Context: an optimization exercise on an open-source flow, tuned for a short achievable clock period and few clock cycles. The choices shown serve that exercise and are no tape-out recipe. Function was checked by simulation only, so behaviour that the tests miss may differ from the original. Power and IR drop assume default switching activity.

--- flow/design.v ---
`default_nettype none
package mold_pkg;
	typedef struct packed {
		logic                    valid;
		logic                    last;
		logic [8-1:0] keep;
		logic [64-1:0] data;
	} axis_beat_t;
	typedef struct packed {
		logic [80-1:0] sid;
		logic [64-1:0] seq;
		logic [16-1:0]  msg_cnt;
	} mold_header_t;
	typedef struct packed {
		logic [4-1:0]  cnt;
		logic [64-1:0] data;
	} byte_push_t;
	typedef struct packed {
		logic                    valid;
		logic                    start;
		logic                    last;
		logic [8-1:0] mask;
		logic [64-1:0] data;
	} mold_word_t;
	typedef struct packed {
		logic [80-1:0] sid;
		logic [64-1:0] seq;
	} mold_id_t;
endpackage
`default_nettype wire
`timescale 1ns/1ps
`default_nettype none
module moldudp64_rx
(
	input  wire        clk,
	input  wire        nreset,
	input  mold_pkg::axis_beat_t udp_axis_i,
	output logic       udp_axis_tready_o,
	output mold_pkg::mold_word_t mold_msg_o,
	output mold_pkg::mold_id_t   mold_id_o
);
localparam int NB = 8;    
localparam int NP = 2;     
logic        tready_q;
logic        in_v_q;
logic        in_last_q;
logic [63:0] in_d_q;
always_ff @(posedge clk) begin
	if (!nreset)
		in_v_q <= 1'b0;
	else
		in_v_q <= udp_axis_i.valid & tready_q;
	in_d_q    <= udp_axis_i.data;
	in_last_q <= udp_axis_i.last;
end
assign udp_axis_tready_o = tready_q;
logic [1:0]  bidx_q;
logic [63:0] sid_hi_q;
logic [15:0] sid_lo_q;
logic [47:0] seq_hi_q;
logic [15:0] hdr_cnt;
logic        hdr_hb;
logic        push_b;
logic        push_p;
function automatic logic [7:0] in_byte(input logic [63:0] d, input int i);
	in_byte = d[8*i +: 8];
endfunction
assign hdr_cnt = {in_byte(in_d_q, 2), in_byte(in_d_q, 3)};
assign hdr_hb  = (hdr_cnt == 16'h0000) | (hdr_cnt == 16'hffff);
assign push_p  = in_v_q & (bidx_q == 2'd2) & ~hdr_hb;
assign push_b  = in_v_q & ((bidx_q == 2'd3) | ((bidx_q == 2'd2) & ~hdr_hb));
always_ff @(posedge clk) begin
	if (!nreset) begin
		bidx_q <= 2'd0;
	end else if (in_v_q) begin
		if (in_last_q)
			bidx_q <= 2'd0;
		else if (bidx_q != 2'd3)
			bidx_q <= bidx_q + 2'd1;
	end
end
always_ff @(posedge clk) begin
	if (in_v_q && bidx_q == 2'd0)
		for (int i = 0; i < 8; i++) sid_hi_q[8*(7-i) +: 8] <= in_byte(in_d_q, i);
	if (in_v_q && bidx_q == 2'd1) begin
		sid_lo_q <= {in_byte(in_d_q, 0), in_byte(in_d_q, 1)};
		for (int i = 0; i < 6; i++) seq_hi_q[8*(5-i) +: 8] <= in_byte(in_d_q, 2 + i);
	end
end
logic [79:0] pq_sid [NP];
logic [63:0] pq_seq [NP];
logic [15:0] pq_cnt [NP];
logic        pq_one [NP];
logic        pq_two [NP];
logic [NP-1:0] pt_q, pt_s, pt_n;
logic [NP-1:0] prd_q, pwr_q;    
logic        pop_p;
logic [79:0] ph_sid;
logic [63:0] ph_seq;
logic [15:0] ph_cnt;
logic        ph_one;
logic        ph_two;
always_comb begin
	pt_s = pop_p ? (pt_q >> 1) : pt_q;
	for (int i = 0; i < NP; i++)
		pt_n[i] = pt_s[i] | (push_p & ((i == 0) ? 1'b1 : pt_s[i-1]));
end
always_ff @(posedge clk) begin
	for (int i = 0; i < NP; i++) begin
		if (pwr_q[i] && !pt_q[NP-1]) begin
			pq_sid[i] <= {sid_hi_q, sid_lo_q};
			pq_seq[i] <= {seq_hi_q, in_byte(in_d_q, 0), in_byte(in_d_q, 1)};
			pq_cnt[i] <= hdr_cnt;
			pq_one[i] <= (hdr_cnt == 16'd1);
			pq_two[i] <= (hdr_cnt == 16'd2);
		end
	end
end
always_comb begin
	ph_sid = '0;
	ph_seq = '0;
	ph_cnt = '0;
	ph_one = 1'b0;
	ph_two = 1'b0;
	for (int i = 0; i < NP; i++) begin
		ph_sid = ph_sid | ({80{prd_q[i]}} & pq_sid[i]);
		ph_seq = ph_seq | ({64{prd_q[i]}} & pq_seq[i]);
		ph_cnt = ph_cnt | ({16{prd_q[i]}} & pq_cnt[i]);
		ph_one = ph_one | (prd_q[i] & pq_one[i]);
		ph_two = ph_two | (prd_q[i] & pq_two[i]);
	end
end
logic [63:0]   ring [NB];
logic [NB-1:0] rd_q, wr_q;       
logic [NB-1:0] bt_q, bt_s, bt_n;
logic [1:0]    pop_b;
logic [63:0]   win_q [3];
logic [63:0]   cand [5];
logic [4:0]    lvl_q;            
always_comb begin
	bt_s = bt_q >> pop_b;
	for (int i = 0; i < NB; i++)
		bt_n[i] = bt_s[i] | (push_b & ((i == 0) ? 1'b1 : bt_s[i-1]));
end
always_ff @(posedge clk) begin
	for (int i = 0; i < NB; i++)
		if (wr_q[i] && !bt_q[NB-1])
			ring[i] <= in_d_q;
end
always_comb begin
	for (int m = 0; m < 5; m++) begin
		if (m < 3) begin
			cand[m] = win_q[m % 3];
		end else begin
			cand[m] = '0;
			for (int i = 0; i < NB; i++)
				cand[m] = cand[m] | ({64{rd_q[i]}} & ring[(i + m) % NB]);
		end
		if (lvl_q[m])
			cand[m] = in_d_q;
	end
end
always_ff @(posedge clk) begin
	for (int i = 0; i < 3; i++)
		win_q[i] <= pop_b[1] ? cand[i + 2] : pop_b[0] ? cand[i + 1] : cand[i];
end
always_ff @(posedge clk) begin
	if (!nreset) begin
		bt_q     <= '0;
		pt_q     <= '0;
		rd_q     <= NB'(1);
		wr_q     <= NB'(1);
		prd_q    <= NP'(1);
		pwr_q    <= NP'(1);
		tready_q <= 1'b1;
		lvl_q    <= 5'b00001;
	end else begin
		bt_q     <= bt_n;
		pt_q     <= pt_n;
		if (pop_b[1])
			rd_q <= {rd_q[NB-3:0], rd_q[NB-1:NB-2]};
		else if (pop_b[0])
			rd_q <= {rd_q[NB-2:0], rd_q[NB-1]};
		if (push_b)
			wr_q <= {wr_q[NB-2:0], wr_q[NB-1]};
		if (pop_p)
			prd_q <= {prd_q[NP-2:0], prd_q[NP-1]};
		if (push_p)
			pwr_q <= {pwr_q[NP-2:0], pwr_q[NP-1]};
		tready_q <= ~bt_n[NB-2] & ~pt_n[NP-1];
		for (int m = 0; m < 5; m++)
			lvl_q[m] <= (m == 0) ? ~bt_n[0] : (bt_n[m-1] & ~bt_n[m]);
	end
end
logic [191:0] win;
logic [2:0]   v;
logic [7:0]   wbyte [24];
assign win = {win_q[2], win_q[1], win_q[0]};
assign v   = bt_q[2:0];
always_comb for (int i = 0; i < 24; i++) wbyte[i] = win[8*i +: 8];
localparam int NPOS = 21;
logic        m_pkt_q, m_len_q, m_body_q, m_zero_q;
logic        m_pkt_n, m_len_n, m_body_n, m_zero_n;
logic [7:0]  o_q, o_n;
logic [15:0] e_q, e_n;
logic        egt8_q, egt8_n;   
logic [15:0] rem_q, rem_n;
logic        last_q, last_n;
logic        first_q, first_n;
logic [7:0]  lmask_q, lmask_n;
logic [15:0] cnt_q, cnt_n;
logic        one_q, one_n;
logic        two_q, two_n;    
logic [63:0] seq_q, seq_n;
logic [79:0] sid_q, sid_n;
localparam int PLAN_W = 14;
typedef logic [PLAN_W-1:0] plan_t;
plan_t pn_q, pn_n, pl_q, pl_n, pz_q, pz_n;
plan_t plan_q;
function automatic logic [2:0] oh3(input int i);
	oh3 = 3'b001 << i;
endfunction
function automatic logic [1:0] pop_oh(input int k);
	pop_oh = (k == 1) ? 2'b01 : (k == 2) ? 2'b10 : 2'b00;
endfunction
function automatic plan_t mk_plan(input logic go, input logic [2:0] need, input logic needp,
	input logic alt, input logic [2:0] fast, input logic fastp, input logic [1:0] pa,
	input logic [1:0] pb);
	mk_plan = {go, need, needp, alt, fast, fastp, pa, pb};
endfunction
function automatic plan_t plan_body(input int o, input int e, input logic last, input logic one);
	if (!last)
		plan_body = mk_plan(1'b0, oh3(o != 0 ? 1 : 0), 1'b0, 1'b0, 3'b000, 1'b0, 2'b01, 2'b01);
	else if (one)
		plan_body = mk_plan(1'b0, oh3(e > 8 ? 1 : 0), 1'b0, 1'b1, oh3(e > 8 ? 2 : 1), 1'b1,
			pop_oh(e > 8 ? 2 : 1), pop_oh(e > 8 ? 2 : 1));
	else
		plan_body = mk_plan(1'b0, oh3(e > 8 ? 1 : 0), 1'b0, 1'b1, oh3((e + 1) / 8), 1'b0,
			pop_oh((e + 2) / 8), pop_oh(e / 8));
endfunction
function automatic plan_t plan_len(input int o);
	plan_len = mk_plan(1'b0, oh3(o == 7 ? 1 : 0), 1'b0, 1'b0, 3'b000, 1'b0,
		pop_oh(o >= 6 ? 1 : 0), pop_oh(o >= 6 ? 1 : 0));
endfunction
function automatic plan_t plan_zero(input int o, input logic one);
	plan_zero = mk_plan(1'b1, 3'b000, 1'b0, 1'b0, 3'b000, 1'b0,
		pop_oh((one && o != 0) ? 1 : 0), pop_oh((one && o != 0) ? 1 : 0));
endfunction
function automatic plan_t plan_pkt();
	plan_pkt = mk_plan(1'b0, 3'b001, 1'b1, 1'b0, 3'b000, 1'b0, 2'b00, 2'b00);
endfunction
logic       pl_go, pl_needp, pl_alt, pl_fastp;
logic [2:0] pl_need, pl_fast;
logic [1:0] pl_pa, pl_pb;
assign plan_q = m_zero_q ? pz_q : last_q ? pl_q : pn_q;
assign {pl_go, pl_need, pl_needp, pl_alt, pl_fast, pl_fastp, pl_pa, pl_pb} = plan_q;
logic [15:0] r_l    [NPOS];
logic        r_z    [NPOS];
logic        r_le8  [NPOS];
logic [15:0] r_e    [NPOS];
logic [7:0]  r_mask [NPOS];
plan_t       r_pn   [NPOS];   
plan_t       r_pl0  [NPOS];   
plan_t       r_pl1  [NPOS];   
plan_t       r_pz0  [NPOS];   
plan_t       r_pz1  [NPOS];   
function automatic int last_cnt(input logic [2:0] l);
	last_cnt = (l == 3'd0) ? 8 : int'(l);
endfunction
always_comb begin
	for (int p = 0; p < NPOS; p++) begin
		r_l[p]   = {wbyte[p], wbyte[p + 1]};
		r_z[p]   = (r_l[p] == 16'd0);
		r_le8[p] = (r_l[p] <= 16'd8);
		r_e[p]   = 16'd1 << (((p + 2) % 8) + last_cnt(r_l[p][2:0]));
		for (int i = 0; i < 8; i++) r_mask[p][i] = (i < last_cnt(r_l[p][2:0]));
		r_pn[p]  = plan_body((p + 2) % 8, 0, 1'b0, 1'b0);
		r_pl0[p] = plan_body((p + 2) % 8, ((p + 2) % 8) + last_cnt(r_l[p][2:0]), 1'b1, 1'b0);
		r_pl1[p] = plan_body((p + 2) % 8, ((p + 2) % 8) + last_cnt(r_l[p][2:0]), 1'b1, 1'b1);
		r_pz0[p] = plan_zero((p + 2) % 8, 1'b0);
		r_pz1[p] = plan_zero((p + 2) % 8, 1'b1);
	end
end
logic        proceed, fast, emit, step, ldpkt, ld_o, ld_e, ld_k;
logic        slow;
logic [1:0]  pop_1h;
assign proceed = pl_go | (|(pl_need & v) & (~pl_needp | pt_q[0]));
assign fast    = |(pl_fast & v) & (~pl_fastp | pt_q[0]);
assign slow    = pl_alt & ~fast;
assign pop_1h  = proceed ? (slow ? pl_pb : pl_pa) : 2'b00;
assign pop_b   = {pop_1h[1], pop_1h[0]};
assign pop_p   = ldpkt;
assign emit  = m_body_q & proceed;
assign step  = m_zero_q | (emit & last_q);
assign ld_o  = m_len_q & proceed;
assign ld_e  = emit & last_q & ~one_q & fast;
assign ld_k  = (m_pkt_q & proceed) | (emit & last_q & one_q & fast);
assign ldpkt = ld_k;
logic [NPOS-1:0] tsel [3];
logic        t_one  [3];
logic [15:0] t_l    [3];
logic        t_z    [3];
logic        t_le8  [3];
logic [15:0] t_e    [3];
logic        t_egt8 [3];
logic [7:0]  t_o    [3];
logic [7:0]  t_mask [3];
plan_t       t_pn   [3];
plan_t       t_pl   [3];
plan_t       t_pz   [3];
always_comb begin
	for (int p = 0; p < NPOS; p++) begin
		tsel[0][p] = (p < 8) ? o_q[p % 8] : 1'b0;
		tsel[1][p] = (p < 16) ? e_q[p % 16] : 1'b0;
		tsel[2][p] = (p == 4) ? m_pkt_q :
		             (p == 12) ? (~m_pkt_q & ~egt8_q) :
		             (p == 20) ? (~m_pkt_q & egt8_q) : 1'b0;
	end
	t_one[0] = one_q;
	t_one[1] = two_q;
	t_one[2] = ph_one;
	for (int t = 0; t < 3; t++) begin
		t_l[t]    = '0;
		t_z[t]    = 1'b0;
		t_le8[t]  = 1'b0;
		t_e[t]    = '0;
		t_egt8[t] = 1'b0;
		t_o[t]    = '0;
		t_mask[t] = '0;
		t_pn[t]   = '0;
		t_pl[t]   = '0;
		t_pz[t]   = '0;
		for (int p = 0; p < NPOS; p++) begin
			t_l[t]    = t_l[t]    | ({16{tsel[t][p]}} & r_l[p]);
			t_z[t]    = t_z[t]    | (tsel[t][p] & r_z[p]);
			t_le8[t]  = t_le8[t]  | (tsel[t][p] & r_le8[p]);
			t_e[t]    = t_e[t]    | ({16{tsel[t][p]}} & r_e[p]);
			t_egt8[t] = t_egt8[t] | (tsel[t][p] & (|r_e[p][15:9]));
			t_o[t][(p + 2) % 8] = t_o[t][(p + 2) % 8] | tsel[t][p];
			t_mask[t] = t_mask[t] | ({8{tsel[t][p]}} & r_mask[p]);
			t_pn[t]   = t_pn[t]   | ({PLAN_W{tsel[t][p]}} & r_pn[p]);
			t_pl[t]   = t_pl[t]   | ({PLAN_W{tsel[t][p]}} & (t_one[t] ? r_pl1[p] : r_pl0[p]));
			t_pz[t]   = t_pz[t]   | ({PLAN_W{tsel[t][p]}} & (t_one[t] ? r_pz1[p] : r_pz0[p]));
		end
	end
end
logic        nl_pkt, nl_len, nl_body, nl_zero;
logic [7:0]  nl_o;
logic [15:0] nl_rem;
logic        nl_last;
logic        nl_first;
plan_t       nl_pn;
always_comb begin
	nl_pkt   = m_pkt_q;
	nl_len   = m_len_q;
	nl_body  = m_body_q;
	nl_zero  = m_zero_q;
	nl_o     = o_q;
	nl_rem   = rem_q;
	nl_last  = last_q;
	nl_first = first_q;
	nl_pn    = pn_q;
	if (m_zero_q) begin
		nl_zero = 1'b0;
		nl_last = 1'b0;
		if (one_q) begin
			nl_pkt = 1'b1;
			nl_pn  = plan_pkt();
		end else begin
			nl_len = 1'b1;
			nl_pn  = '0;
			for (int i = 0; i < 8; i++) if (o_q[i]) nl_pn = nl_pn | plan_len(i);
		end
	end
	if (emit) begin
		nl_first = 1'b0;
		if (!last_q) begin
			nl_rem  = rem_q - 16'd8;
			nl_last = (rem_q <= 16'd16);
		end else begin
			nl_body = 1'b0;
			nl_last = 1'b0;
			if (one_q) begin
				nl_pkt = 1'b1;
				nl_pn  = plan_pkt();
			end else begin
				nl_len = 1'b1;
				for (int i = 0; i < 8; i++) nl_o[i] = e_q[i] | e_q[i + 8];
				nl_pn = '0;
				for (int j = 1; j < 16; j++) if (e_q[j]) nl_pn = nl_pn | plan_len(j % 8);
			end
		end
	end
end
always_comb begin
	cnt_n = cnt_q;
	one_n = one_q;
	seq_n = seq_q;
	sid_n = sid_q;
	two_n = two_q;
	if (step) begin
		seq_n = seq_q + 64'd1;
		cnt_n = cnt_q - 16'd1;
		one_n = two_q;
		two_n = (cnt_q == 16'd3);
	end
	if (ldpkt) begin
		sid_n = ph_sid;
		seq_n = ph_seq;
		cnt_n = ph_cnt;
		one_n = ph_one;
		two_n = ph_two;
	end
	m_pkt_n  = nl_pkt;
	m_len_n  = nl_len;
	m_body_n = nl_body;
	m_zero_n = nl_zero;
	o_n      = nl_o;
	e_n      = e_q;
	egt8_n   = egt8_q;
	rem_n    = nl_rem;
	last_n   = nl_last;
	first_n  = nl_first;
	lmask_n  = lmask_q;
	pn_n     = nl_pn;
	pl_n     = pl_q;
	pz_n     = pz_q;
	for (int t = 0; t < 3; t++) begin
		if ((t == 0) ? ld_o : (t == 1) ? ld_e : ld_k) begin
			m_pkt_n  = 1'b0;
			m_len_n  = 1'b0;
			m_body_n = ~t_z[t];
			m_zero_n = t_z[t];
			o_n      = t_o[t];
			e_n      = t_e[t];
			egt8_n   = t_egt8[t];
			rem_n    = t_l[t];
			last_n   = t_le8[t];
			first_n  = 1'b1;
			lmask_n  = t_mask[t];
			pn_n     = t_pn[t];
			pl_n     = t_pl[t];
			pz_n     = t_pz[t];
		end
	end
end
always_ff @(posedge clk) begin
	if (!nreset) begin
		m_pkt_q  <= 1'b1;
		m_len_q  <= 1'b0;
		m_body_q <= 1'b0;
		m_zero_q <= 1'b0;
		pn_q     <= plan_pkt();
		last_q   <= 1'b0;
	end else begin
		m_pkt_q  <= m_pkt_n;
		m_len_q  <= m_len_n;
		m_body_q <= m_body_n;
		m_zero_q <= m_zero_n;
		pn_q     <= pn_n;
		last_q   <= last_n;
	end
	o_q     <= o_n;
	e_q     <= e_n;
	egt8_q  <= egt8_n;
	rem_q   <= rem_n;
	pl_q    <= pl_n;
	pz_q    <= pz_n;
	first_q <= first_n;
	lmask_q <= lmask_n;
	cnt_q   <= cnt_n;
	one_q   <= one_n;
	two_q   <= two_n;
	seq_q   <= seq_n;
	sid_q   <= sid_n;
end
logic [63:0] word;
always_comb begin
	word = '0;
	for (int i = 0; i < 8; i++)
		if (o_q[i])
			for (int j = 0; j < 8; j++) word[8*j +: 8] = word[8*j +: 8] | wbyte[i + j];
end
always_ff @(posedge clk) begin
	if (!nreset)
		mold_msg_o.valid <= 1'b0;
	else
		mold_msg_o.valid <= emit;
	mold_msg_o.start <= first_q;
	mold_msg_o.last  <= last_q;
	mold_msg_o.mask  <= last_q ? lmask_q : 8'hff;
	mold_msg_o.data  <= word;
	mold_id_o.sid    <= sid_q;
	mold_id_o.seq    <= seq_q;
end
endmodule
`default_nettype wire
`timescale 1ns/1ps
`default_nettype none
module moldudp64_rx_top
(
	input  wire        clk,
	input  wire        nreset,
	input  wire        s_tvalid,
	input  wire        s_tlast,
	input  wire [7:0]  s_tkeep,
	input  wire [63:0] s_tdata,
	output logic       s_tready,
	output logic       msg_valid,
	output logic       msg_start,
	output logic       msg_last,
	output logic [7:0] msg_mask,
	output logic [63:0] msg_data,
	output logic [79:0] msg_sid,
	output logic [63:0] msg_seq
);
mold_pkg::axis_beat_t beat;
mold_pkg::mold_word_t word;
mold_pkg::mold_id_t   id;
assign beat.valid = s_tvalid;
assign beat.last  = s_tlast;
assign beat.keep  = s_tkeep;
assign beat.data  = s_tdata;
moldudp64_rx u_rx (
	.clk              (clk),
	.nreset           (nreset),
	.udp_axis_i       (beat),
	.udp_axis_tready_o(s_tready),
	.mold_msg_o       (word),
	.mold_id_o        (id)
);
assign msg_valid = word.valid;
assign msg_start = word.start;
assign msg_last  = word.last;
assign msg_mask  = word.mask;
assign msg_data  = word.data;
assign msg_sid   = id.sid;
assign msg_seq   = id.seq;
endmodule
`default_nettype wire
--- flow/run.sh ---
#!/bin/bash
# synth_recipe.tcl (not shown) runs the flow's synth.tcl, then flattens the netlist and writes it again
# the make line also repeats each setting of config.mk as NAME=value (left out here)
make -C /OpenROAD-flow-scripts/flow DESIGN_CONFIG=/design/flow/config.mk WORK_HOME=/design/flow/orfs CLKGATE_MAP_FILE= SYNTH_SCRIPT=/design/flow/synth_recipe.tcl finish
--- flow/config.mk ---
export PLATFORM = sky130hd
export DESIGN_NAME = moldudp64_rx_top
export DESIGN_NICKNAME = moldudp64_rx_top
export VERILOG_FILES = /design/flow/design.v
export SDC_FILE = /design/flow/constraint.sdc
export NUM_CORES = 4
export LEC_CHECK = 0
export CAP_MARGIN = 20
export CORE_MARGIN = 2
export CORE_UTILIZATION = 50
export SETUP_SLACK_MARGIN = 3.6
export SLEW_MARGIN = 20
--- flow/constraint.sdc ---
create_clock -name core_clock -period 6.5 [get_ports {clk}]
set_input_delay 1.3000 -clock core_clock [delete_from_list [all_inputs] [get_ports {clk}]]
set_output_delay 1.3000 -clock core_clock [all_outputs]
set_load 0.01 [all_outputs]
==> results_tabular.tex, run 1 <==
\begin{tabular}{lr}
\hline
Metric & Value \\
\hline
\multicolumn{2}{l}{\textbf{Logic synthesis}} \\
\quad Adder-cell area share of the yosys netlist & 0.009030 \\
\quad Synthesized area per cell & 11.50 sq um \\
\quad Synth top area share & 0.4832 \\
\quad Proportion of synthesized area in mux cells & 0.02002 \\
\quad Post-synth net total & 6853 \\
\quad Top-count cell post-synth & edfxtp\_1 \\
\quad Largest area contributor in the netlist & edfxtp\_1 \\
\quad Yosys warns & 32 \\
\quad Fraction of registers with async set/reset & 0 \\
\quad Simple-gate share of the synthesized area & 0.1003 \\
\quad Cell area after synthesis & 77320 sq um \\
\quad Synth area leaders & edfxtp\_1, dfxtp\_1, a22oi\_1 \\
\quad Post-Syn Instances & 6722 \\
\quad Area share of xor/xnor cells in the synthesized design & 0.01144 \\
\quad Count of cell types in the netlist & 87 \\
\quad Largest family of logic cells by synthesized area & compound AO/OA/AOI/OAI gates \\
\quad Post-synthesis register bit count & 1722 \\
\quad Fraction of the mapped netlist area in compound gates & 0.2139 \\
\quad Portion of the post-synthesis area used by sequential elements & 0.6069 \\
\quad Commonest cells in the netlist & edfxtp\_1, a22oi\_1, clkbuf\_1, nor2\_1, dfxtp\_1 \\
\quad Number of flops mapped to enable cells by yosys & 1244 \\
\quad Primary flip-flop cell chosen by synthesis mapping & edfxtp\_1 \\
\multicolumn{2}{l}{\textbf{Power and ir drop}} \\
\quad Leak pwr & 31.07 nW \\
\quad Internal power & 18.69 mW \\
\quad Clk pwr share & 0.406 \\
\quad Switching Power & 6.796 mW \\
\quad Switching share of power & 0.2666 \\
\quad Power per unit of standard cell area & 275.5 nW/um\^{}2 \\
\quad Logic gate share of total power & 0.101 \\
\quad Max rail drop VDD & 0.3208 mV \\
\quad Flop pwr share & 0.493 \\
\multicolumn{2}{l}{\textbf{Floorplanning}} \\
\quad Area of the die & 157800 sq um \\
\quad Chip Width & 397.2 microns \\
\quad Number of top-level design ports & 296 \\
\quad Floorplan core area & 153900 sq um \\
\quad Initial cell density of the core & 0.5025 \\
\quad Placement Rows & 144 \\
\quad Vertical die dimension & 397.2 microns \\
\multicolumn{2}{l}{\textbf{Routing}} \\
\quad Number of DRC markers after the initial detailed-route iteration & 11450 \\
\quad Drt drc & 0 \\
\quad Via-to-Cell Ratio & 7.295 \\
\quad Detailed-route via count & 66940 \\
\quad Detail-routed net length per standard cell & 36.60 microns \\
\quad Sum of routed wire length over all layers & 335.9 mm \\
\quad Detailed Routing Iterations Pass 1 & 15 \\
\quad Antenna Violating Nets Remaining & 0 \\
\multicolumn{2}{l}{\textbf{Finish}} \\
\quad Fillers & 12440 \\
\quad Fin cells & 9176 \\
\quad Layout cell share with drive strength beyond 1 & 0.1526 \\
\quad \# nets final & 7085 \\
\quad Post-synthesis to final-layout area growth & 19.67\% \\
\multicolumn{2}{l}{\textbf{Global route}} \\
\quad Grt total ovfl & 0 \\
\quad Global-route wire length before repair & 457.2 mm \\
\quad Largest net degree at the start of global routing & 163 \\
\quad Overall global routing resource usage & 0.4036 \\
\quad Antenna violations before repair & 38 \\
\quad Via count of the first global-routing pass & 62070 \\
\multicolumn{2}{l}{\textbf{Place}} \\
\quad GPL Wtd Cong & 1.035 \\
\quad Final HPWL from detailed placement & 199.2 mm \\
\quad Port bufs & 287 \\
\quad Inst Count DP & 8586 \\
\multicolumn{2}{l}{\textbf{STA}} \\
\quad Fmax & 321.2 MHz \\
\quad Final total negative setup slack & 0 ps \\
\quad Slew Viols, Final & 0 \\
\quad Time the worst path needs with I/O delays and setup & 3114 ps \\
\quad Worst relative slew slack & 0.1462 \\
\quad Unrepaired setup endpoints after global routing & yes \\
\quad Share of the clock period used by the worst path after layout & 0.4790 \\
\quad Transition time at the pin with the least slew margin & 1272 ps \\
\quad Fin. Hold Viols & 0 \\
\quad Setup-violating endpoint count in the final report & 0 \\
\quad Setup clock skew after layout & 88.05 ps \\
\multicolumn{2}{l}{\textbf{Min path}} \\
\quad Min-Delay Path Class & register to register \\
\quad End point of the most critical hold path & u\_rx.mold\_id\_o[106] \\
\quad Number of cells traversed by the worst hold path & 0 \\
\quad Hold path start & u\_rx.sid\_q[42] \\
\multicolumn{2}{l}{\textbf{Job}} \\
\quad \# Max-Cap Violations & 0 \\
\multicolumn{2}{l}{\textbf{Clock tree}} \\
\quad Post-CTS Hold Fix Bufs & 0 \\
\quad Total CTS buffers & 175 \\
\quad CTS tree & yes \\
\quad Clock slew seen by the registers of the worst setup and hold paths & 60 ps \\
\quad Sink count of the clock tree & 1722 \\
\quad Buffer cell driving the clock tree root & clkbuf\_16 \\
\quad Clock Latency Late Sink & 890 ps \\
\quad Htree depth & 4 \\
\quad CTS max path bufs & 3 \\
\multicolumn{2}{l}{\textbf{Worst setup path}} \\
\quad Class of the most critical setup path & register to register \\
\quad Arrival @ worst endpoint & 3680 ps \\
\quad Max Fanout on Critical Path & 5 \\
\quad Startpoint type of the worst setup path & register \\
\quad Setup slack on the worst flop-to-flop path & 3390 ps \\
\quad Sort of element at the end of the critical path & register \\
\quad Count of cells along the worst register-to-register path & 10 \\
\quad Reg2reg start & u\_rx.win\_q[0][24] \\
\quad Origin of the worst setup path & u\_rx.win\_q[0][24] \\
\quad Data required time at the worst endpoint & 7070 ps \\
\quad RR Endpoint & u\_rx.pl\_q[6] \\
\multicolumn{2}{l}{\textbf{Outcome}} \\
\quad Run status & complete, no violations \\
\hline
\end{tabular}
per-stage QoR:
| step | power, mW | setup WS, ps | utilization | area [sq um] | hold WS [ps] |
|---|---|---|---|---|---|
| 2_1_floorplan | 13.57 | 2642 | - | 77360 | 323.3 |
| 3_3_place_gp | 14.86 | 1998 | 0.5328 | 81980 | 324.9 |
| 3_5_place_dp | 14.86 | 1903 | 0.5328 | 81980 | 326.9 |
| 4_1_cts | 25.23 | 3544 | 0.5842 | 89890 | 324.6 |
| 5_1_grt | 26.03 | 3348 | 0.6011 | 92490 | 325.3 |
| 6_report | 25.49 | 3386 | 0.6013 | 92520 | 327.6 |
worst max-delay path by stage:
stage          slack [ps]                end
2_1_floorplan        2640    u_rx.ring[0][0]
3_3_place_gp         2000  u_rx.win_q[1][54]
3_5_place_dp         1900  u_rx.win_q[1][45]
4_1_cts              3540        u_rx.last_q
5_1_grt              3350  u_rx.win_q[1][19]
6_report             3390       u_rx.pl_q[6]
power by group through the flow:
| stage | clock network, mW | registers, mW | logic, mW |
|---|---|---|---|
| 2_1_floorplan | 0 | 12.4 | 1.14 |
| 3_3_place_gp | 0 | 12.7 | 2.14 |
| 3_5_place_dp | 0 | 12.7 | 2.14 |
| 4_1_cts | 10.5 | 12.5 | 2.29 |
| 5_1_grt | 10.9 | 12.5 | 2.61 |
| 6_report | 10.3 | 12.6 | 2.59 |
cell type report:
cell class / count / area, sq um / share of cell area
multi-input combinational: 4267 / 29400 / 0.3177
clock buffer: 255 / 5090 / 0.05501
sequential: 1722 / 47060 / 0.5086
tap: 2044 / 2557 / 0.02764
antenna: 23 / 57.56 / 0.0006221
timing repair buffer: 717 / 7094 / 0.07668
clock inverter: 77 / 953.4 / 0.01030
inverter: 70 / 302.8 / 0.003273
timing repair inverter: 1 / 8.758 / 0.00009466
critical path, cell delays in order (launching register included):
cell      delay [ps]
edfxtp_1         510
buf_6            180
buf_12           140
nor2_1           520
nor2_1           120
a211oi_1         230
o211ai_1         210
a211oi_1         220
nand4_1          140
o41ai_2          490
a21oi_1          130
placed cells by master, fill, tap and decap left out, types with 42 or more instances in the layout:
cell type and instances:
nor3_1 65, mux2i_1 149, or3_1 85, clkbuf_16 194, a41oi_1 64, a221oi_1 132
nor2_1 463, inv_1 60, nand3_1 124, edfxtp_1 1244, dlygate4sd2_1 220, o21ai_0 290
xnor2_1 59, a22o_1 112, nand2_1 299, o22ai_1 117, buf_4 308, clkbuf_1 42
a22oi_1 877, dfxtp_1 424, clkdlybuf4s50_1 67, nand4_1 204, a21oi_1 287, o21ai_1 71
layer usage:
metal	vias up	GRT usage	wire, microns
met1	32700	0.5162	120700
met3	1397	0.1383	47720
met2	5785	0.5900	140800
met4	38	0.2466	26260
li1	27020	-	-
met5	-	0.004843	366
flip-flops by register name, indices dropped and copies added (netlist names), 32 cells and up:
signal	count
u_rx.ring	512
u_rx.in_d_q	64
u_rx.seq_q	64
u_rx.seq_hi_q	48
u_rx.win_q	192
u_rx.mold_id_o	144
u_rx.mold_msg_o	75
u_rx.pq_seq	128
u_rx.pq_sid	160
u_rx.pq_cnt	32
u_rx.sid_q	80
u_rx.sid_hi_q	64
cells by family after synthesis:
logic type | after synthesis
flip-flops | 1722
XOR/XNOR | 101
AND/OR/NAND/NOR | 1583
AO/OA/AOI/OAI | 2351
multiplexers | 153
adder cells (fa/ha/maj) | 56
buffers and inverters | 756
timing repair:
item	CTS	global route
gates cloned	21	27
setup endpoints to repair	888	439
buffers inserted	84	103
gates resized for setup	498	342
pin swaps	42	104
Testbench counts, summed over its fixed seeds: cycles 14,978.
==> run 2: changes to the inputs <==
--- a/flow/design.v
+++ b/flow/design.v
@@ -94,6 +94,7 @@
 logic        pq_two [NP];
 logic [NP-1:0] pt_q, pt_s, pt_n;
 logic [NP-1:0] prd_q, pwr_q;    
+logic [NP-1:0] pwe_q;           
 logic        pop_p;
 logic [79:0] ph_sid;
 logic [63:0] ph_seq;
@@ -107,7 +108,7 @@
 end
 always_ff @(posedge clk) begin
 	for (int i = 0; i < NP; i++) begin
-		if (pwr_q[i] && !pt_q[NP-1]) begin
+		if (pwe_q[i]) begin
 			pq_sid[i] <= {sid_hi_q, sid_lo_q};
 			pq_seq[i] <= {seq_hi_q, in_byte(in_d_q, 0), in_byte(in_d_q, 1)};
 			pq_cnt[i] <= hdr_cnt;
@@ -144,7 +145,7 @@
 end
 always_ff @(posedge clk) begin
 	for (int i = 0; i < NB; i++)
-		if (wr_q[i] && !bt_q[NB-1])
+		if (wr_q[i])
 			ring[i] <= in_d_q;
 end
 always_comb begin
@@ -160,9 +161,28 @@
 			cand[m] = in_d_q;
 	end
 end
+logic [23:0] wz_q, wle8_q;
+logic [7:0]  wlt_q [24];
+logic [39:0] cz, cle8;
+logic [7:0]  clt [40];
+always_comb begin
+	for (int m = 0; m < 5; m++) begin
+		for (int b = 0; b < 8; b++) begin
+			cz[8*m + b]   = (cand[m][8*b +: 8] == 8'd0);
+			cle8[8*m + b] = (cand[m][8*b +: 8] <= 8'd8);
+			for (int i = 0; i < 8; i++)
+				clt[8*m + b][i] = (cand[m][8*b +: 3] == 3'd0) || (cand[m][8*b +: 3] > 3'(i));
+		end
+	end
+end
 always_ff @(posedge clk) begin
 	for (int i = 0; i < 3; i++)
 		win_q[i] <= pop_b[1] ? cand[i + 2] : pop_b[0] ? cand[i + 1] : cand[i];
+	for (int j = 0; j < 24; j++) begin
+		wz_q[j]   <= pop_b[1] ? cz[j + 16]   : pop_b[0] ? cz[j + 8]   : cz[j];
+		wle8_q[j] <= pop_b[1] ? cle8[j + 16] : pop_b[0] ? cle8[j + 8] : cle8[j];
+		wlt_q[j]  <= pop_b[1] ? clt[j + 16]  : pop_b[0] ? clt[j + 8]  : clt[j];
+	end
 end
 always_ff @(posedge clk) begin
 	if (!nreset) begin
@@ -172,6 +192,7 @@
 		wr_q     <= NB'(1);
 		prd_q    <= NP'(1);
 		pwr_q    <= NP'(1);
+		pwe_q    <= NP'(1);
 		tready_q <= 1'b1;
 		lvl_q    <= 5'b00001;
 	end else begin
@@ -187,6 +208,7 @@
 			prd_q <= {prd_q[NP-2:0], prd_q[NP-1]};
 		if (push_p)
 			pwr_q <= {pwr_q[NP-2:0], pwr_q[NP-1]};
+		pwe_q <= (push_p ? {pwr_q[NP-2:0], pwr_q[NP-1]} : pwr_q) & {NP{~pt_n[NP-1]}};
 		tready_q <= ~bt_n[NB-2] & ~pt_n[NP-1];
 		for (int m = 0; m < 5; m++)
 			lvl_q[m] <= (m == 0) ? ~bt_n[0] : (bt_n[m-1] & ~bt_n[m]);
@@ -246,6 +268,29 @@
 	plan_zero = mk_plan(1'b1, 3'b000, 1'b0, 1'b0, 3'b000, 1'b0,
 		pop_oh((one && o != 0) ? 1 : 0), pop_oh((one && o != 0) ? 1 : 0));
 endfunction
+function automatic logic e_ge(input int o, input logic [7:0] t, input int k);
+	if (k - o <= 1)
+		e_ge = 1'b1;
+	else if (k - o - 1 >= 8)
+		e_ge = 1'b0;
+	else
+		e_ge = t[k - o - 1];
+endfunction
+function automatic plan_t plan_last(input int o, input logic [7:0] t, input logic one);
+	logic ge6, ge7, ge8, ge9, ge14, ge15;
+	ge6  = e_ge(o, t, 6);
+	ge7  = e_ge(o, t, 7);
+	ge8  = e_ge(o, t, 8);
+	ge9  = e_ge(o, t, 9);
+	ge14 = e_ge(o, t, 14);
+	ge15 = e_ge(o, t, 15);
+	if (one)
+		plan_last = mk_plan(1'b0, {1'b0, ge9, ~ge9}, 1'b0, 1'b1, {ge9, ~ge9, 1'b0}, 1'b1,
+			{ge9, ~ge9}, {ge9, ~ge9});
+	else
+		plan_last = mk_plan(1'b0, {1'b0, ge9, ~ge9}, 1'b0, 1'b1, {ge15, ge7 & ~ge15, ~ge7}, 1'b0,
+			{ge14, ge6 & ~ge14}, {1'b0, ge8});
+endfunction
 function automatic plan_t plan_pkt();
 	plan_pkt = mk_plan(1'b0, 3'b001, 1'b1, 1'b0, 3'b000, 1'b0, 2'b00, 2'b00);
 endfunction
@@ -264,19 +309,18 @@
 plan_t       r_pl1  [NPOS];   
 plan_t       r_pz0  [NPOS];   
 plan_t       r_pz1  [NPOS];   
-function automatic int last_cnt(input logic [2:0] l);
-	last_cnt = (l == 3'd0) ? 8 : int'(l);
-endfunction
 always_comb begin
 	for (int p = 0; p < NPOS; p++) begin
 		r_l[p]   = {wbyte[p], wbyte[p + 1]};
-		r_z[p]   = (r_l[p] == 16'd0);
-		r_le8[p] = (r_l[p] <= 16'd8);
-		r_e[p]   = 16'd1 << (((p + 2) % 8) + last_cnt(r_l[p][2:0]));
-		for (int i = 0; i < 8; i++) r_mask[p][i] = (i < last_cnt(r_l[p][2:0]));
+		r_z[p]   = wz_q[p] & wz_q[p + 1];
+		r_le8[p] = wz_q[p] & wle8_q[p + 1];
+		r_e[p]   = '0;
+		for (int c = 1; c <= 8; c++)
+			r_e[p][((p + 2) % 8) + c] = wlt_q[p + 1][c - 1] & ((c == 8) ? 1'b1 : ~wlt_q[p + 1][c % 8]);
+		r_mask[p] = wlt_q[p + 1];
+		r_pl0[p]  = plan_last((p + 2) % 8, wlt_q[p + 1], 1'b0);
+		r_pl1[p]  = plan_last((p + 2) % 8, wlt_q[p + 1], 1'b1);
 		r_pn[p]  = plan_body((p + 2) % 8, 0, 1'b0, 1'b0);
-		r_pl0[p] = plan_body((p + 2) % 8, ((p + 2) % 8) + last_cnt(r_l[p][2:0]), 1'b1, 1'b0);
-		r_pl1[p] = plan_body((p + 2) % 8, ((p + 2) % 8) + last_cnt(r_l[p][2:0]), 1'b1, 1'b1);
 		r_pz0[p] = plan_zero((p + 2) % 8, 1'b0);
 		r_pz1[p] = plan_zero((p + 2) % 8, 1'b1);
 	end
@@ -287,8 +331,16 @@
 assign proceed = pl_go | (|(pl_need & v) & (~pl_needp | pt_q[0]));
 assign fast    = |(pl_fast & v) & (~pl_fastp | pt_q[0]);
 assign slow    = pl_alt & ~fast;
-assign pop_1h  = proceed ? (slow ? pl_pb : pl_pa) : 2'b00;
-assign pop_b   = {pop_1h[1], pop_1h[0]};
+logic       go_n, go_l, fast_l;
+logic [1:0] pop_n, pop_l, pop_z;
+assign go_n   = |(pn_q[12:10] & v) & (~pn_q[9] | pt_q[0]);
+assign go_l   = |(pl_q[12:10] & v);
+assign fast_l = |(pl_q[7:5] & v) & (~pl_q[4] | pt_q[0]);
+assign pop_n  = go_n ? pn_q[3:2] : 2'b00;
+assign pop_l  = go_l ? (fast_l ? pl_q[3:2] : pl_q[1:0]) : 2'b00;
+assign pop_z  = pz_q[3:2];
+assign pop_1h = m_zero_q ? pop_z : last_q ? pop_l : pop_n;
+assign pop_b  = {pop_1h[1], pop_1h[0]};
 assign pop_p   = ldpkt;
 assign emit  = m_body_q & proceed;
 assign step  = m_zero_q | (emit & last_q);
--- a/flow/config.mk
+++ b/flow/config.mk
@@ -8,5 +8,5 @@
 export CAP_MARGIN = 20
 export CORE_MARGIN = 2
 export CORE_UTILIZATION = 50
-export SETUP_SLACK_MARGIN = 3.6
+export SETUP_SLACK_MARGIN = 3.7
 export SLEW_MARGIN = 20
==> run 2 against run 1 <==
Against the previous run: still clean; utilization down 1.5 points; final cell count grew 6.0%; non-clock buffer count down 151; total power is 8.2% higher; via count rose by 2.2%; register-to-register slack better by 210 ps; clock power is 9% higher; die area up 6.5%; clock skew shrank 42 ps; count of clock-buffer cells in the layout up 17; critical path depth is 4 lower; flip-flop and latch count rose by 149; critical path type unchanged; critical endpoint is now u_rx.e_q[8]; largest power group unchanged.
==> results_tabular.tex, run 2 <==
\begin{tabular}{lr}
\hline
Metric & Value \\
\hline
\multicolumn{2}{l}{\textbf{Outcome}} \\
\quad Run status & complete, no violations (unchanged) \\
\multicolumn{2}{l}{\textbf{Power and ir drop}} \\
\quad Leak pwr & 32.94 nW (was 31.07 nW) \\
\quad Switching Power & 7.223 mW (was 6.796 mW) \\
\quad Switching share of power & 0.2618 (was 0.2666) \\
\quad Power per unit of standard cell area & 288.4 nW/um\^{}2 (was 275.5 nW/um\^{}2) \\
\quad Post-layout power & 27.59 mW (was 25.49 mW) \\
\quad Max rail drop VDD & 0.2762 mV (was 0.3208 mV) \\
\quad Logic gate share of total power & 0.088 (was 0.101) \\
\quad Internal power & 20.36 mW (was 18.69 mW) \\
\quad Flop pwr share & 0.506 (was 0.493) \\
\quad Clk pwr share & 0.406 (about the same) \\
\multicolumn{2}{l}{\textbf{Finish}} \\
\quad Layout cell share with drive strength beyond 1 & 0.1218 (was 0.1526) \\
\quad Post-synthesis to final-layout area growth & 16.12\% (was 19.67\%) \\
\quad Most frequent cells in the layout & edfxtp\_1, a22oi\_1, dfxtp\_1 (was edfxtp\_1, a22oi\_1, nor2\_1) \\
\quad Fin cells & 9729 (was 9176) \\
\quad Max FFs per register & 512 (unchanged) \\
\quad \# nets final & 7465 (was 7085) \\
\quad Regs by FF count & u\_rx.ring: 512 flops, u\_rx.win\_q: 192 flops, u\_rx.pq\_sid: 160 flops (unchanged) \\
\quad Most common cell after layout, fill and taps aside & edfxtp\_1 (unchanged) \\
\quad Most flops, register & u\_rx.ring (unchanged) \\
\quad Final Cell Area & 95660 sq um (was 92520 sq um) \\
\multicolumn{2}{l}{\textbf{Worst setup path}} \\
\quad Delay of the slowest cell on the worst path & 700 ps (was 520 ps) \\
\quad Arrival @ worst endpoint & 3620 ps (was 3680 ps) \\
\quad Sort of element at the end of the critical path & register (unchanged) \\
\quad RR Endpoint & u\_rx.e\_q[8] (was u\_rx.pl\_q[6]) \\
\quad Data required time at the worst endpoint & 7210 ps (was 7070 ps) \\
\quad Count of cells along the worst register-to-register path & 6 (was 10) \\
\quad Class of the most critical setup path & register to register (unchanged) \\
\quad Setup slack on the worst flop-to-flop path & 3590 ps (was 3390 ps) \\
\quad Reg2reg start & u\_rx.e\_q[3] (was u\_rx.win\_q[0][24]) \\
\quad Critical-path top delay cell & o311ai\_0 (was nor2\_1) \\
\quad Max Fanout on Critical Path & 32 (was 5) \\
\quad Startpoint type of the worst setup path & register (unchanged) \\
\quad Crit-path cells & buf\_4 -> clkinvlp\_4 -> o311ai\_0 -> nor2\_1 -> a311oi\_2 -> a21o\_1 (was buf\_6 -> buf\_12 -> nor2\_1 -> nor2\_1 -> a211oi\_1 -> o211ai\_1 -> a211oi\_1 -> nand4\_1 -> o41ai\_2 -> a21oi\_1) \\
\multicolumn{2}{l}{\textbf{Global route}} \\
\quad Global-route wire length before repair & 474.5 mm (was 457.2 mm) \\
\quad Grt total ovfl & 0 (unchanged) \\
\quad Largest net degree at the start of global routing & 157 (was 163) \\
\quad Via count of the first global-routing pass & 63670 (was 62070) \\
\quad Overall global routing resource usage & 0.3940 (was 0.4036) \\
\quad Antenna violations before repair & 35 (was 38) \\
\multicolumn{2}{l}{\textbf{Routing}} \\
\quad Number of DRC markers after the initial detailed-route iteration & 11990 (was 11450) \\
\quad Via-to-Cell Ratio & 7.032 (was 7.295) \\
\quad Detailed Routing Iterations Pass 1 & 14 (was 15) \\
\quad Detailed-route via count & 68410 (was 66940) \\
\quad Detail-routed net length per standard cell & 35.36 microns (was 36.60 microns) \\
\quad Sum of routed wire length over all layers & 344.0 mm (was 335.9 mm) \\
\quad Drt drc & 0 (unchanged) \\
\quad Antenna Violating Nets Remaining & 0 (unchanged) \\
\multicolumn{2}{l}{\textbf{Floorplanning}} \\
\quad Area of the die & 168000 sq um (was 157800 sq um) \\
\quad Vertical die dimension & 409.9 microns (was 397.2 microns) \\
\quad Number of top-level design ports & 296 (unchanged) \\
\quad Floorplan core area & 163100 sq um (was 153900 sq um) \\
\quad Placement Rows & 148 (was 144) \\
\quad Initial cell density of the core & 0.5049 (was 0.5025) \\
\quad Chip Width & 409.9 microns (was 397.2 microns) \\
\multicolumn{2}{l}{\textbf{Logic synthesis}} \\
\quad Largest area contributor in the netlist & edfxtp\_1 (unchanged) \\
\quad Post-synth net total & 7318 (was 6853) \\
\quad Synthesized area per cell & 11.40 sq um (was 11.50 sq um) \\
\quad Fraction of registers with async set/reset & 0 (unchanged) \\
\quad Portion of the post-synthesis area used by sequential elements & 0.5979 (was 0.6069) \\
\quad Top-count cell post-synth & edfxtp\_1 (unchanged) \\
\quad Synth top area share & 0.4298 (was 0.4832) \\
\quad Cell area after synthesis & 82380 sq um (was 77320 sq um) \\
\quad Count of cell types in the netlist & 88 (was 87) \\
\quad Synth area leaders & edfxtp\_1, dfxtp\_1, a22oi\_1 (unchanged) \\
\quad Primary flip-flop cell chosen by synthesis mapping & edfxtp\_1 (unchanged) \\
\quad Yosys warns & 34 (was 32) \\
\quad Post-Syn Instances & 7228 (was 6722) \\
\quad Commonest cells in the netlist & edfxtp\_1, a22oi\_1, dfxtp\_1, nand2\_1, a21oi\_1 (was edfxtp\_1, a22oi\_1, clkbuf\_1, nor2\_1, dfxtp\_1) \\
\quad Number of flops mapped to enable cells by yosys & 1179 (was 1244) \\
\quad Post-synthesis register bit count & 1871 (was 1722) \\
\multicolumn{2}{l}{\textbf{Clock tree}} \\
\quad CTS tree & yes (unchanged) \\
\quad Buffer cell driving the clock tree root & clkbuf\_16 (unchanged) \\
\quad Total CTS buffers & 191 (was 175) \\
\quad Clock slew seen by the registers of the worst setup and hold paths & 70 ps (was 60 ps) \\
\quad Post-CTS Hold Fix Bufs & 0 (unchanged) \\
\quad CTS max path bufs & 3 (unchanged) \\
\quad Clock Latency Late Sink & 870 ps (was 890 ps) \\
\quad Htree depth & 4 (unchanged) \\
\quad Sink count of the clock tree & 1871 (was 1722) \\
\multicolumn{2}{l}{\textbf{Place}} \\
\quad Final HPWL from detailed placement & 214.7 mm (was 199.2 mm) \\
\quad Port bufs & 287 (unchanged) \\
\quad Placed cell areas & 87100 sq um (was 81980 sq um) \\
\quad Inst Count DP & 9259 (was 8586) \\
\quad GPL Wtd Cong & 1.038 (was 1.035) \\
\multicolumn{2}{l}{\textbf{STA}} \\
\quad Unrepaired setup endpoints after global routing & yes (unchanged) \\
\quad Worst relative slew slack & 0.1519 (was 0.1462) \\
\quad Setup clock skew after layout & 46.25 ps (was 88.05 ps) \\
\quad Share of the clock period used by the worst path after layout & 0.4471 (was 0.4790) \\
\quad Fmax & 344.1 MHz (was 321.2 MHz) \\
\quad Slew Viols, Final & 0 (unchanged) \\
\quad Final total negative setup slack & 0 ps (unchanged) \\
\quad Time the worst path needs with I/O delays and setup & 2906 ps (was 3114 ps) \\
\quad Fin. Hold Viols & 0 (unchanged) \\
\quad Transition time at the pin with the least slew margin & 1270 ps (was 1272 ps) \\
\quad Setup-violating endpoint count in the final report & 0 (unchanged) \\
\multicolumn{2}{l}{\textbf{Min path}} \\
\quad Min-Delay Path Class & register to register (unchanged) \\
\quad Hold path start & u\_rx.sid\_q[43] (was u\_rx.sid\_q[42]) \\
\quad Number of cells traversed by the worst hold path & 0 (unchanged) \\
\quad End point of the most critical hold path & u\_rx.mold\_id\_o[107] (was u\_rx.mold\_id\_o[106]) \\
\multicolumn{2}{l}{\textbf{Job}} \\
\quad \# Max-Cap Violations & 0 (unchanged) \\
\hline
\end{tabular}
run 2: cell count changes in the layout (fill, tap and decap cells not counted), moves of 70 or more:
cell | before | now
dfxtp_1 | 424 | 634
buf_4 | 308 | 199
nand4_1 | 204 | 274
o22ai_1 | 117 | 35
mux2i_1 | 149 | 265
nand2_1 | 299 | 566
a21oi_1 | 287 | 399
nand3_1 | 124 | 205
o211ai_1 | 40 | 129
nor2_1 | 463 | 309
mux2_2 | 3 | 92
run 2: worst max path at each step:
stage | startpoint | to | slack (ps)
global placement | u_rx.last_q | u_rx.lmask_q[6] | 2500
finish | u_rx.e_q[3] | u_rx.e_q[8] | 3590
detailed placement | u_rx.last_q | u_rx.lmask_q[3] | 2420
global route | u_rx.rd_q[2] | u_rx.wle8_q[16] | 3650
CTS | u_rx.last_q | u_rx.lmask_q[6] | 3670
floorplan | u_rx.pl_q[5] | u_rx.cnt_q[0] | 3750
run 2: final cells by class:
cell class                      count  area, sq um
Antenna cell                       14        35.03
Clock buffer                      272         5497
Clock inverter                     86        897.1
Fill cell                       13470        67480
Inverter                           88        361.6
Multi-Input combinational cell   4655        31020
Sequential cell                  1871        49400
Tap cell                         2175         2721
Timing Repair Buffer              566         5713
Timing Repair inverter              2        13.76
run 2: cell families after synthesis:
| group | Yosys count | share of synthesized area |
|---|---|---|
| adder cells (fa/ha/maj) | 14 | 0.002126 |
| AND/OR/NAND/NOR | 1761 | 0.1038 |
| XOR/XNOR | 126 | 0.01340 |
| buffers and inverters | 715 | 0.03697 |
| flip-flops | 1871 | 0.5979 |
| AO/OA/AOI/OAI | 2333 | 0.1946 |
| multiplexers | 408 | 0.05112 |
run 2: per-stage QoR:
step                      hold slack [ps]  worst slack (ps)    util
after CTS                           337.7              3674  0.5809
after global routing                341.2              3649  0.5862
after global placement              324.6              2496  0.5339
final                               334.3              3594  0.5863
after detailed placement            326.9              2418  0.5339
after floorplan                     323.3              3750       -
run 2: power groups by stage:
stage               clock network, mW  logic (mW)  registers [mW]
floorplan                           0        1.36            13.6
global placement                    0        2.34            14.1
detailed placement                  0        2.35            14.1
CTS                              11.3        2.32            13.9
global route                     11.8        2.55            13.9
finish                           11.2        2.43            14.0
run 2: routing by layer:
metal / vias up / global-route usage / wire, microns
met1: 33450 / 0.4963 / 125900
li1: 28570 / - / -
met4: 12 / 0.2524 / 26770
met5: - / 0 / 83
met3: 1208 / 0.1318 / 45020
met2: 5170 / 0.5812 / 146300
run 2: repair_timing:
| action | CTS | global route |
|---|---|---|
| buffers inserted | 47 | 27 |
| gates resized for setup | 455 | 111 |
| cloned | 18 | 5 |
| pin swaps | 15 | 11 |
| endpoints found under the setup margin | 959 | 382 |
run 2: critical path, delay by kind of cell, from the launching register on:
kind / cells / cell delay (ps)
and+or+nand+nor: 1 / 130
DFF: 1 / 330
buffers and inverters: 2 / 970
AOI/OAI and AO/OA: 3 / 1300
Testbench counts of run 2, summed over its fixed seeds: cycles 14,978.

[separate check: timing with driven ports]
Ports are ideal in the flow. The routed layouts listed here were re-timed in OpenROAD. Step 1, drivers: a clkbuf_16 drives clk and a buf_2 each remaining input, both assumed. Step 2 adds t to the input delays and takes it off the output delays; t is the mean of the earliest and latest rising clock arrival at the registers after step 1. Input paths then give back, and output paths get back, about the clock's delay inside the block. a / b / c = ideal / step 1 / step 2; a / b = the first two.
run | shift t [ns] | slack for setup (ns) | worst hold slack (ns)
run 1 | 0.939 | 3.386 / 3.386 / 3.386 | 0.328 / 0.328 / 0.328
run 2 | 0.936 | 3.594 / 3.594 / 3.343 | 0.334 / 0.334 / 0.334
After both steps setup and hold are still met in every run listed. The setup slack of run 2, which loses most, moves by 0.000 ns with the drivers and by -0.251 ns with both steps.
